What follows belongs to an exercise in optimizing a design on an open flow for small area; a production flow would make more cautious choices.
Where RTL was checked, it was by simulation tests only, not by an equivalence proof against the original.
Power figures rest on the tool's default switching activity, not on a simulated workload.

==> flow/design.v <==
package rob_pkg;
    typedef logic [31:0] xlen_t;
    typedef logic [4:0] reg_idx_t;
    localparam int ROB_TAG_W = 4;
    typedef logic [ROB_TAG_W-1:0] rob_tag_t;
    localparam int ROB_DEPTH = 8;
    typedef enum logic [1:0] {
        KIND_REG    = 2'd0,
        KIND_STORE  = 2'd1,
        KIND_BRANCH = 2'd2
    } entry_kind_t;
    typedef enum logic [1:0] {
        SIZE_B = 2'd0,
        SIZE_H = 2'd1,
        SIZE_W = 2'd2
    } mem_size_t;
endpackage
`timescale 1ns/1ps
module rob_top #(
    parameter int DEPTH = rob_pkg::ROB_DEPTH
) (
    input  logic                 alu_broadcast,
    input  logic                 rst_n,
    input  logic                 disp_valid,
    input  rob_pkg::entry_kind_t disp_kind,
    input  rob_pkg::reg_idx_t    disp_rd,
    input  rob_pkg::mem_size_t   disp_size,
    input  rob_pkg::xlen_t       disp_pc,
    input  logic                 disp_pred_taken,
    output logic                 disp_ready,
    output rob_pkg::rob_tag_t    disp_tag,
    input  logic                 alu_wb_valid,
    input  rob_pkg::rob_tag_t    alu_wb_tag,
    input  rob_pkg::xlen_t       alu_wb_value,
    input  rob_pkg::xlen_t       alu_wb_target,
    input  logic                 lsb_wb_valid,
    input  rob_pkg::rob_tag_t    lsb_wb_tag,
    input  rob_pkg::xlen_t       lsb_wb_value,
    input  rob_pkg::xlen_t       lsb_wb_addr,
    output logic                 reg_commit_valid,
    output rob_pkg::reg_idx_t    reg_commit_rd,
    output rob_pkg::xlen_t       reg_commit_value,
    output rob_pkg::rob_tag_t    reg_commit_tag,
    output logic                 store_valid,
    output rob_pkg::xlen_t       store_addr,
    output rob_pkg::xlen_t       store_data,
    output rob_pkg::mem_size_t   store_size,
    input  logic                 store_ready,
    output logic                 redirect_valid,
    output rob_pkg::xlen_t       redirect_pc
);
    localparam int N = 8;
    logic [2:0]  head, tail;
    logic        full;
    logic [N-1:0] rdy;
    logic [2:0]  c [N];
    logic [31:0] a [N];
    logic [31:0] b [N];
    logic        commit_go, flush, retire, accept, store_done;
    logic [2:0]  h_c;
    logic [2:0]  alu_idx, lsb_idx;
    logic [31:0] disp_a, alu_b;
    logic [2:0]  disp_c;
    assign alu_idx = alu_wb_tag[2:0];
    assign lsb_idx = lsb_wb_tag[2:0];
    assign h_c        = c[head];
    assign commit_go  = rdy[head] && !store_valid;
    assign flush      = commit_go && h_c[2:1] == 2'b01;
    assign store_done = store_valid && store_ready;
    assign retire     = (commit_go && h_c[2:1] == 2'b00) || store_done;
    assign disp_ready = !full && !flush;
    assign disp_tag   = {1'b0, tail};
    assign accept     = disp_valid && disp_ready;
    always_ff @(posedge alu_broadcast or negedge rst_n) begin
        if (!rst_n) begin
            head <= '0;
            tail <= '0;
            full <= 1'b0;
        end else if (flush) begin
            head <= '0;
            tail <= '0;
            full <= 1'b0;
        end else begin
            if (accept) tail <= tail + 3'd1;
            if (retire) head <= head + 3'd1;
            if (accept && !retire && (tail + 3'd1 == head)) full <= 1'b1;
            else if (retire) full <= 1'b0;
        end
    end
    logic [31:0] disp_pc4;
    assign disp_pc4 = disp_pc + 32'd4;
    assign disp_a = {disp_pc4[31:5], (disp_kind == rob_pkg::KIND_REG) ? disp_rd : disp_pc4[4:0]};
    always_comb begin
        case (disp_kind)
            rob_pkg::KIND_REG:    disp_c = 3'b000;
            rob_pkg::KIND_STORE:  disp_c = {1'b1, disp_size};
            rob_pkg::KIND_BRANCH: disp_c = {2'b01, disp_pred_taken};
            default:              disp_c = 3'b001;
        endcase
    end
    assign alu_b  = c[alu_idx][1] ? alu_wb_target : alu_wb_value;
    logic [N-1:0] dw, lw, aw, lwa, hold_a, hold_b;
    always_comb begin
        for (int i = 0; i < N; i++) begin
            dw[i]     = accept && tail == i[2:0];
            lw[i]     = lsb_wb_valid && lsb_idx == i[2:0];
            aw[i]     = alu_wb_valid && alu_idx == i[2:0];
            lwa[i]    = lw[i] && c[i][2];
            hold_a[i] = !(dw[i] || lwa[i]);
            hold_b[i] = !(lw[i] || aw[i]);
        end
    end
    always_ff @(posedge alu_broadcast) begin
        for (int i = 0; i < N; i++) begin
            a[i] <= ({32{dw[i]}} & disp_a) | ({32{lwa[i]}} & lsb_wb_addr) | ({32{hold_a[i]}} & a[i]);
            b[i] <= ({32{lw[i]}} & lsb_wb_value) | ({32{aw[i]}} & alu_b) | ({32{hold_b[i]}} & b[i]);
            if (dw[i]) begin
                c[i] <= disp_c;
            end else if (aw[i] && c[i][2:1] == 2'b01 && alu_wb_value[0] == c[i][0]) begin
                c[i] <= 3'b001;
            end
        end
    end
    always_ff @(posedge alu_broadcast or negedge rst_n) begin
        if (!rst_n) begin
            rdy <= '0;
        end else if (flush) begin
            rdy <= '0;
        end else begin
            if (retire) rdy[head] <= 1'b0;
            if (alu_wb_valid) rdy[alu_idx] <= 1'b1;
            if (lsb_wb_valid) rdy[lsb_idx] <= 1'b1;
        end
    end
    always_ff @(posedge alu_broadcast or negedge rst_n) begin
        if (!rst_n) begin
            reg_commit_valid <= 1'b0;
            store_valid      <= 1'b0;
            redirect_valid   <= 1'b0;
        end else begin
            reg_commit_valid <= commit_go && h_c == 3'b000;
            redirect_valid   <= flush;
            if (commit_go && h_c[2]) store_valid <= 1'b1;
            else if (store_done) store_valid <= 1'b0;
        end
    end
    logic [N-1:0] last_oh;
    always_ff @(posedge alu_broadcast) begin
        if (commit_go) last_oh <= N'(1) << head;
    end
    always_comb begin
        store_addr = '0; store_data = '0; store_size = rob_pkg::mem_size_t'(2'd0);
        for (int i = 0; i < N; i++) begin
            store_addr = store_addr | ({32{last_oh[i]}} & a[i]);
            store_data = store_data | ({32{last_oh[i]}} & b[i]);
            store_size = rob_pkg::mem_size_t'(store_size | ({2{last_oh[i]}} & c[i][1:0]));
        end
    end
    assign reg_commit_rd    = store_addr[4:0];
    assign reg_commit_value = store_data;
    assign reg_commit_tag   = {1'b0, |(last_oh & 8'hf0), |(last_oh & 8'hcc), |(last_oh & 8'haa)};
    assign redirect_pc      = store_size[0] ? store_addr : store_data;
endmodule
export LEC_CHECK = 0
export CAP_MARGIN = 20
export CORE_MARGIN = 2
export CORE_UTILIZATION = 40
export SLEW_MARGIN = 20
create_clock -name core_clock -period 5.5 [get_ports {alu_broadcast}]
standard.sh (not shown) runs the stock make flow with config.mk's settings and CLKGATE_MAP_FILE= SYNTH_SCRIPT=/design/flow/synth_recipe.tcl, a recipe that flattens the netlist after the stock synthesis.
==> flow/flow/run.sh <==
#!/bin/bash
# The standard layout (standard.sh, standard synthesis unchanged) with two changes:
#  - ports are buffered with buf_1 instead of a delay cell;
#  - clock tree: clkbuf_16 only, larger sink clusters, no dummy loads.
set -euo pipefail
bash standard.sh \
  "BUFFER_PORTS_ARGS=-buffer_cell sky130_fd_sc_hd__buf_1" \
  "CTS_ARGS=-sink_clustering_enable -repair_clock_nets -dont_use_dummy_load -buf_list sky130_fd_sc_hd__clkbuf_16 -sink_clustering_size 20 -sink_clustering_max_diameter 80" \
  finish > standard_flow.log 2>&1
Next try:
--- a/flow/design.v
+++ b/flow/design.v
@@ -76,11 +76,13 @@
             head <= '0;
             tail <= '0;
             full <= 1'b0;
         end else if (flush) begin
-            head <= '0;
             tail <= '0;
             full <= 1'b0;
+        end else if (redirect_valid) begin
+            head <= '0;
+            if (accept) tail <= tail + 3'd1;
         end else begin
             if (accept) tail <= tail + 3'd1;
             if (retire) head <= head + 3'd1;
             if (accept && !retire && (tail + 3'd1 == head)) full <= 1'b1;
@@ -143,11 +145,18 @@
             if (commit_go && h_c[2]) store_valid <= 1'b1;
             else if (store_done) store_valid <= 1'b0;
         end
     end
-    logic [N-1:0] last_oh;
-    always_ff @(posedge alu_broadcast) begin
-        if (commit_go) last_oh <= N'(1) << head;
+    logic [N-1:0] head_dec, last_oh;
+    logic         at_head;
+    assign at_head = store_valid || redirect_valid;
+    always_comb begin
+        for (int i = 0; i < N; i++) begin
+            head_dec[i] = head == i[2:0];
+        end
+        for (int i = 0; i < N; i++) begin
+            last_oh[i] = at_head ? head_dec[i] : head_dec[(i + 1) % N];
+        end
     end
     always_comb begin
         store_addr = '0; store_data = '0; store_size = rob_pkg::mem_size_t'(2'd0);
         for (int i = 0; i < N; i++) begin
@@ -157,7 +166,7 @@
         end
     end
     assign reg_commit_rd    = store_addr[4:0];
     assign reg_commit_value = store_data;
-    assign reg_commit_tag   = {1'b0, |(last_oh & 8'hf0), |(last_oh & 8'hcc), |(last_oh & 8'haa)};
+    assign reg_commit_tag   = {1'b0, head - 3'd1};
     assign redirect_pc      = store_size[0] ? store_addr : store_data;
 endmodule
What happened: Clock power stays flat; design area came out lower slightly; count of clock-buffer cells in the layout stays the same; combinational power came out higher by roughly a tenth; sequential cell count came out lower by 8; routed wire length came out lower by a few percent; worst setup slack got worse by 0.55 ns; clock skew came out higher by 0.018 ns; synthesized cell count barely changes; sequential power came out lower by a few percent; sequential share of layout area came out lower by 0.54 points.
No functional check of the RTL was part of the second run of this note.


Setup of orange:
rob_top, a different RTL version from the one above (not shown whole).
Size: roughly 570 flip-flops, ~330 I/O pins, ~26000 um2 of cells after synthesis.
==> module rob_top, before the edit <==
module rob_top #(
    parameter int DEPTH = rob_pkg::ROB_DEPTH
) (
    input  logic                 alu_broadcast,
    input  logic                 rst_n,
    input  logic                 disp_valid,
    input  rob_pkg::entry_kind_t disp_kind,
    input  rob_pkg::reg_idx_t    disp_rd,
    input  rob_pkg::mem_size_t   disp_size,
    input  rob_pkg::xlen_t       disp_pc,
    input  logic                 disp_pred_taken,
    output logic                 disp_ready,
    output rob_pkg::rob_tag_t    disp_tag,
    input  logic                 alu_wb_valid,
    input  rob_pkg::rob_tag_t    alu_wb_tag,
    input  rob_pkg::xlen_t       alu_wb_value,
    input  rob_pkg::xlen_t       alu_wb_target,
    input  logic                 lsb_wb_valid,
    input  rob_pkg::rob_tag_t    lsb_wb_tag,
    input  rob_pkg::xlen_t       lsb_wb_value,
    input  rob_pkg::xlen_t       lsb_wb_addr,
    output logic                 reg_commit_valid,
    output rob_pkg::reg_idx_t    reg_commit_rd,
    output rob_pkg::xlen_t       reg_commit_value,
    output rob_pkg::rob_tag_t    reg_commit_tag,
    output logic                 store_valid,
    output rob_pkg::xlen_t       store_addr,
    output rob_pkg::xlen_t       store_data,
    output rob_pkg::mem_size_t   store_size,
    input  logic                 store_ready,
    output logic                 redirect_valid,
    output rob_pkg::xlen_t       redirect_pc
);
    localparam int N = 8;
    logic [2:0]  head, tail;
    logic        full;
    logic [N-1:0] rdy;
    logic [1:0]  k [N];
    logic [1:0]  s [N];
    logic [31:0] a [N];
    logic [31:0] b [N];
    logic        commit_go, flush, retire, accept, store_done;
    logic [1:0]  h_k;
    logic [2:0]  alu_idx, lsb_idx;
    logic [31:0] disp_a, alu_b;
    logic [1:0]  disp_s;
    assign alu_idx = alu_wb_tag[2:0];
    assign lsb_idx = lsb_wb_tag[2:0];
    assign h_k        = k[head];
    assign commit_go  = rdy[head] && !store_valid;
    assign flush      = commit_go && (h_k == 2'd2);
    assign store_done = store_valid && store_ready;
    assign retire     = (commit_go && !h_k[0] && !h_k[1]) || (commit_go && h_k == 2'd3) || store_done;
    assign disp_ready = !full && !flush;
    assign disp_tag   = {1'b0, tail};
    assign accept     = disp_valid && disp_ready;
    always_ff @(posedge alu_broadcast or negedge rst_n) begin
        if (!rst_n) begin
            head <= '0;
            tail <= '0;
            full <= 1'b0;
        end else if (flush) begin
            head <= '0;
            tail <= '0;
            full <= 1'b0;
        end else begin
            if (accept) tail <= tail + 3'd1;
            if (retire) head <= head + 3'd1;
            if (accept && !retire && (tail + 3'd1 == head)) full <= 1'b1;
            else if (retire) full <= 1'b0;
        end
    end
    logic [31:0] disp_pc4;
    assign disp_pc4 = disp_pc + 32'd4;
    assign disp_a = {disp_pc4[31:5], (disp_kind == rob_pkg::KIND_REG) ? disp_rd : disp_pc4[4:0]};
    assign disp_s = (disp_kind == rob_pkg::KIND_BRANCH) ? {1'b0, disp_pred_taken} : disp_size;
    assign alu_b  = k[alu_idx][1] ? alu_wb_target : alu_wb_value;
    logic [N-1:0] dw, lw, aw, lwa, hold_a, hold_b;
    always_comb begin
        for (int i = 0; i < N; i++) begin
            dw[i]     = accept && tail == i[2:0];
            lw[i]     = lsb_wb_valid && lsb_idx == i[2:0];
            aw[i]     = alu_wb_valid && alu_idx == i[2:0];
            lwa[i]    = lw[i] && k[i] == 2'd1;
            hold_a[i] = !(dw[i] || lwa[i]);
            hold_b[i] = !(lw[i] || aw[i]);
        end
    end
    always_ff @(posedge alu_broadcast) begin
        for (int i = 0; i < N; i++) begin
            a[i] <= ({32{dw[i]}} & disp_a) | ({32{lwa[i]}} & lsb_wb_addr) | ({32{hold_a[i]}} & a[i]);
            b[i] <= ({32{lw[i]}} & lsb_wb_value) | ({32{aw[i]}} & alu_b) | ({32{hold_b[i]}} & b[i]);
            if (dw[i]) begin
                s[i] <= disp_s;
                k[i] <= disp_kind;
            end else if (aw[i] && k[i] == 2'd2 && alu_wb_value[0] == s[i][0]) begin
                k[i] <= 2'd3;
            end
        end
    end
    always_ff @(posedge alu_broadcast or negedge rst_n) begin
        if (!rst_n) begin
            rdy <= '0;
        end else if (flush) begin
            rdy <= '0;
        end else begin
            if (retire) rdy[head] <= 1'b0;
            if (alu_wb_valid) rdy[alu_idx] <= 1'b1;
            if (lsb_wb_valid) rdy[lsb_idx] <= 1'b1;
        end
    end
    always_ff @(posedge alu_broadcast or negedge rst_n) begin
        if (!rst_n) begin
            reg_commit_valid <= 1'b0;
            store_valid      <= 1'b0;
            redirect_valid   <= 1'b0;
        end else begin
            reg_commit_valid <= commit_go && (h_k == 2'd0);
            redirect_valid   <= flush;
            if (commit_go && h_k == 2'd1) store_valid <= 1'b1;
            else if (store_done) store_valid <= 1'b0;
        end
    end
    logic [N-1:0] last_oh;
    always_ff @(posedge alu_broadcast) begin
        if (commit_go) last_oh <= N'(1) << head;
    end
    always_comb begin
        store_addr = '0; store_data = '0; store_size = rob_pkg::mem_size_t'(2'd0);
        for (int i = 0; i < N; i++) begin
            store_addr = store_addr | ({32{last_oh[i]}} & a[i]);
            store_data = store_data | ({32{last_oh[i]}} & b[i]);
            store_size = rob_pkg::mem_size_t'(store_size | ({2{last_oh[i]}} & s[i]));
        end
    end
    assign reg_commit_rd    = store_addr[4:0];
    assign reg_commit_value = store_data;
    assign reg_commit_tag   = {1'b0, |(last_oh & 8'hf0), |(last_oh & 8'hcc), |(last_oh & 8'haa)};
    assign redirect_pc      = store_size[0] ? store_addr : store_data;
endmodule
export LEC_CHECK = 0
export CAP_MARGIN = 20
export CORE_MARGIN = 2
export CORE_UTILIZATION = 40
export SLEW_MARGIN = 20
create_clock -name core_clock -period 5.5 [get_ports {alu_broadcast}]
Scripts as last shown in full above: flow/flow/run.sh
Input changes introduced in blue (baseline for comparison: orange):
diff --git a/flow/design.v b/flow/design.v
--- a/flow/design.v
+++ b/flow/design.v
@@ -48,11 +48,11 @@
     input  logic                 store_ready,
     output logic                 redirect_valid,
     output rob_pkg::xlen_t       redirect_pc
 );
     localparam int N = 8;
-    logic [2:0]  head, tail;
+    logic [2:0]  head, tail, last;
     logic        full;
     logic [N-1:0] rdy;
     logic [1:0]  k [N];
     logic [1:0]  s [N];
     logic [31:0] a [N];
@@ -86,13 +86,11 @@
             if (retire) head <= head + 3'd1;
             if (accept && !retire && (tail + 3'd1 == head)) full <= 1'b1;
             else if (retire) full <= 1'b0;
         end
     end
-    logic [31:0] disp_pc4;
-    assign disp_pc4 = disp_pc + 32'd4;
-    assign disp_a = {disp_pc4[31:5], (disp_kind == rob_pkg::KIND_REG) ? disp_rd : disp_pc4[4:0]};
+    assign disp_a = (disp_kind == rob_pkg::KIND_REG) ? {27'd0, disp_rd} : disp_pc + 32'd4;
     assign disp_s = (disp_kind == rob_pkg::KIND_BRANCH) ? {1'b0, disp_pred_taken} : disp_size;
     assign alu_b  = k[alu_idx][1] ? alu_wb_target : alu_wb_value;
     logic [N-1:0] dw, lw, aw, lwa, hold_a, hold_b;
     always_comb begin
         for (int i = 0; i < N; i++) begin
@@ -137,22 +135,16 @@
             redirect_valid   <= flush;
             if (commit_go && h_k == 2'd1) store_valid <= 1'b1;
             else if (store_done) store_valid <= 1'b0;
         end
     end
-    logic [N-1:0] last_oh;
     always_ff @(posedge alu_broadcast) begin
-        if (commit_go) last_oh <= N'(1) << head;
+        if (commit_go) last <= head;
     end
-    always_comb begin
-        store_addr = '0; store_data = '0; store_size = rob_pkg::mem_size_t'(2'd0);
-        for (int i = 0; i < N; i++) begin
-            store_addr = store_addr | ({32{last_oh[i]}} & a[i]);
-            store_data = store_data | ({32{last_oh[i]}} & b[i]);
-            store_size = rob_pkg::mem_size_t'(store_size | ({2{last_oh[i]}} & s[i]));
-        end
-    end
-    assign reg_commit_rd    = store_addr[4:0];
-    assign reg_commit_value = store_data;
-    assign reg_commit_tag   = {1'b0, |(last_oh & 8'hf0), |(last_oh & 8'hcc), |(last_oh & 8'haa)};
-    assign redirect_pc      = store_size[0] ? store_addr : store_data;
+    assign reg_commit_rd    = a[last][4:0];
+    assign reg_commit_value = b[last];
+    assign reg_commit_tag   = {1'b0, last};
+    assign store_addr       = a[last];
+    assign store_data       = b[last];
+    assign store_size       = rob_pkg::mem_size_t'(s[last]);
+    assign redirect_pc      = s[last][0] ? a[last] : b[last];
 endmodule
Results
- Comparing orange and blue, the higher synthesized-area fraction occupied by xor and xnor cells was measured on orange.
- On post-route worst setup slack, orange and blue are basically level.
- orange ended up with sky130_fd_sc_hd__a22oi_1 as its most common cell after layout, fill and taps aside; blue ended up with sky130_fd_sc_hd__dfxtp_1.
- Height of the die came out higher on blue than on orange.
- blue against orange: final critical-path share of the clock period did not really move; synthesized cell count picked up an extra 260; area after synthesis went up; final critical-path required period stayed essentially flat.
- As far as TritonCTS buffer count goes, orange and blue are indistinguishable; the numbers are identical.
- Going from orange to blue, number of nets still failing antenna checks after routing comparable, sequential share of layout area down 2.9 points, final wirelength climbed 4.6%.
- Power consumed by sequential cells went down by a few percent going from orange to blue.
The RTL of orange was laid out without a check of its function.

afterwards: timing with drivers on the ports:
In the flow no input, the clock included, has a driving cell. The finished layouts below were timed again as built, in two steps.
Step 1, drivers: a clkbuf_16 drives alu_broadcast and a buf_2 each remaining input, both assumed.
Step 2 adds t to the input delays and takes it off the output delays; t is the mean of the earliest and latest rising clock arrival at the registers after step 1. Input paths then give back, and output paths get back, about the clock's delay inside the block.
Three values: ideal, step 1, step 2; two values: the first two.
run	shift t [ns]	setup slack, ns	worst hold slack (ns)	clock arrival spread, ns
the first run of note 1	0.619	0.746 / 0.684 / 1.303	0.486 / 0.486 / 0.486	0.067 / 0.068
the second run of note 1	0.638	0.192 / 0.124 / 0.762	0.479 / 0.438 / 0.484	0.085 / 0.086
orange	0.620	0.623 / 0.562 / 1.146	0.468 / 0.431 / 0.484	0.049 / 0.050
blue	0.621	0.622 / 0.560 / 0.964	0.482 / 0.459 / 0.482	0.071 / 0.071
After both steps setup and hold are still met in every run listed.
